What follows belongs to an exercise in optimizing a design on an open flow for small area, a short achievable clock period and few clock cycles per item; a production flow would make more cautious choices.
The RTL was checked by simulation tests, not by an equivalence proof against the original design.
Power is estimated from default activity; no workload was simulated.

Design cosine_similarity_core, start of the top module:
module cosine_similarity_core (
   input  logic        clock,
   input  logic        reset,
   input  logic        req_tvalid,
   output logic        req_tready,
   input  logic [31:0] req_tdata,    
   input  logic        req_tlast,
   output logic        rsp_tvalid,
   input  logic        rsp_tready,
   output logic [15:0] rsp_tdata,    
   output logic [1:0]  rsp_tuser     
);
   cossim_pkg::mag_cmd_type              cmd;
   logic                                 take_sums, take_next, emit, handoff, out_free, out_empty, overflowed;
   logic [cossim_pkg::E_W-1:0]           x_energy, y_energy;
   logic [cossim_pkg::S_W-1:0]           s_energy;
   cossim_accum u_accum (
      .clock      (clock),
      .reset      (reset),
      .req_tvalid (req_tvalid),
      .req_tready (req_tready),
      .req_tdata  (req_tdata),
      .req_tlast  (req_tlast),
      .take_sums  (take_sums),
      .take_next  (take_next),
      .handoff    (handoff),
      .x_energy   (x_energy),
      .y_energy   (y_energy),
      .s_energy   (s_energy),
      .overflowed (overflowed)
   );
   cossim_ctrl u_ctrl (
      .clock     (clock),
      .reset     (reset),
      .handoff   (handoff),
      .out_free  (out_free),
      .out_empty (out_empty),
      .rsp_tready(rsp_tready),
      .take_next (take_next),
      .take_sums (take_sums),
      .emit      (emit),
      .cmd       (cmd)
   );
   cossim_magnitude u_magnitude (
      .clock      (clock),
      .reset      (reset),
      .cmd        (cmd),
      .emit       (emit),
      .handoff    (handoff),
      .x_energy   (x_energy),
      .y_energy   (y_energy),
      .s_energy   (s_energy),
      .overflowed (overflowed),
      .rsp_tready (rsp_tready),
      .rsp_tvalid (rsp_tvalid),
      .rsp_tdata  (rsp_tdata),
      .rsp_tuser  (rsp_tuser),
      .out_free   (out_free),
      .out_empty  (out_empty)
   );
endmodule
For scale: roughly 7000 cells after synthesis, ~700 flip-flops, ~0.063 sq mm of cells after synthesis.
clock: 10.0 ns
lec_check: 0
cap_margin: 20
core_margin: 2
core_utilization: 40
slew_margin: 20
run.sh (not shown) runs the stock make flow with config.mk's settings and CLKGATE_MAP_FILE= SYNTH_SCRIPT=/design/flow/synth_recipe.tcl, a recipe that flattens the netlist after the stock synthesis.
The baseline finished clean.
Testbench counts at the start, summed over its fixed seeds: cycles 31,575, items 384.
Change:
CORE_UTILIZATION = 55   (was 40)
SETUP_SLACK_MARGIN = 5.0   (was unset)
Non-clock buffer count goes up by 55.
Routed wire length hardly moves.
Maximum frequency is higher by a quarter to a third.
Clock-buffer cell count falls by 1.
Clock skew came out lower by 0.043 ns.
Synthesized cell count is unchanged.
Change:
CORE_UTILIZATION = 40   (was 55)
Result: Final area goes up slightly; non-clock buffer count goes up by 11; global-route usage goes down by 8.5 points; total power goes up slightly; combinational power barely changes; hold slack is worse by 0.0070 ns; cell count goes up by a few percent; count of clock-buffer cells in the layout goes down by 2; via count is about the same.

* * *

## the previous run
cosine_similarity_core again, from the RTL that the note above started with.
export LEC_CHECK = 0
export ABC_AREA = 1
export CAP_MARGIN = 20
export CORE_MARGIN = 2
export CORE_UTILIZATION = 40
export SETUP_SLACK_MARGIN = 5.0
export SLEW_MARGIN = 20
create_clock -name core_clock -period 10.0 [get_ports {clock}]
Testbench counts of the previous run, summed over its fixed seeds: cycles 31,575, items 384.
--- input diff the previous run..the current run ---
# the previous run
export LEC_CHECK = 0
export ABC_AREA = 1
export CAP_MARGIN = 20
export CORE_MARGIN = 2
export CORE_UTILIZATION = 40
export SETUP_SLACK_MARGIN = 5.0
export SLEW_MARGIN = 20
create_clock -name core_clock -period 10.0 [get_ports {clock}]
# the current run
export LEC_CHECK = 0
export CAP_MARGIN = 20
export CORE_MARGIN = 2
export CORE_UTILIZATION = 40
export SETUP_SLACK_MARGIN = 4.5
export SLEW_MARGIN = 20
create_clock -name core_clock -period 10.0 [get_ports {clock}]
Notes after the runs:
- Max post-synthesis net count across the current run and the previous run: the previous run
- The previous run ended up with sky130_fd_sc_hd__nand2_1 as its most common cell after layout, fill and taps aside; the current run ended up with sky130_fd_sc_hd__inv_1.
- Non-clock buffer count of the current run exceeds that of the previous run by more than 10%.
- Against the previous run, the current run reports a post-route minimum period that is higher.
- The current run reports a higher share of final-layout standard cells stronger than drive strength 1 than the previous run does.
- In the current run relative to the previous run, clock buffer instance count of the final layout had gone up by more than 10%.
- Area fraction in compound gates after synthesis was higher in the run labelled the current run.
- The previous run → the current run: routed wire length fell by 31%, finished layout cell area down about 9%, multi-input logic portion of the cell area grew by 2.0 points, logic gate share of total power decreased by 6.7 points relative to the old numbers.

## what the ideal ports hide
No port has a modelled driver above. Below, the same layouts with a new extraction and two added sets of constraints.
Step 1 assumes that a clkbuf_16 drives the clock port and a buf_2 every other input.
Step 2, shift: input delay + t, output delay - t, t = (earliest + latest rising clock arrival at the registers) / 2. This alone moves slack from input paths to output paths.
Slacks: ideal / step 1 / step 2; pairs: ideal / step 1.
run | t (ns) | setup slack, ns | hold slack, ns | latest minus earliest clock arrival (ns) | slew at the worst register clock pin (ns)
the first run of note 1 | 0.785 | 3.504 / 3.504 / 3.504 | 0.451 / 0.451 / 0.451 | 0.066 / 0.066 | 0.07 / 0.07
the second run of note 1 | 0.754 | 5.014 / 5.014 / 5.014 | 0.460 / 0.460 / 0.460 | 0.023 / 0.023 | 0.07 / 0.07
the third run of note 1 | 0.803 | 4.918 / 4.918 / 4.918 | 0.453 / 0.453 / 0.453 | 0.071 / 0.071 | 0.07 / 0.07
the previous run | 0.804 | 5.162 / 5.162 / 5.162 | 0.429 / 0.429 / 0.429 | 0.037 / 0.037 | 0.07 / 0.07
the current run | 0.814 | 4.619 / 4.619 / 4.619 | 0.432 / 0.432 / 0.432 | 0.071 / 0.072 | 0.07 / 0.07
After both steps setup and hold are still met in every run listed.
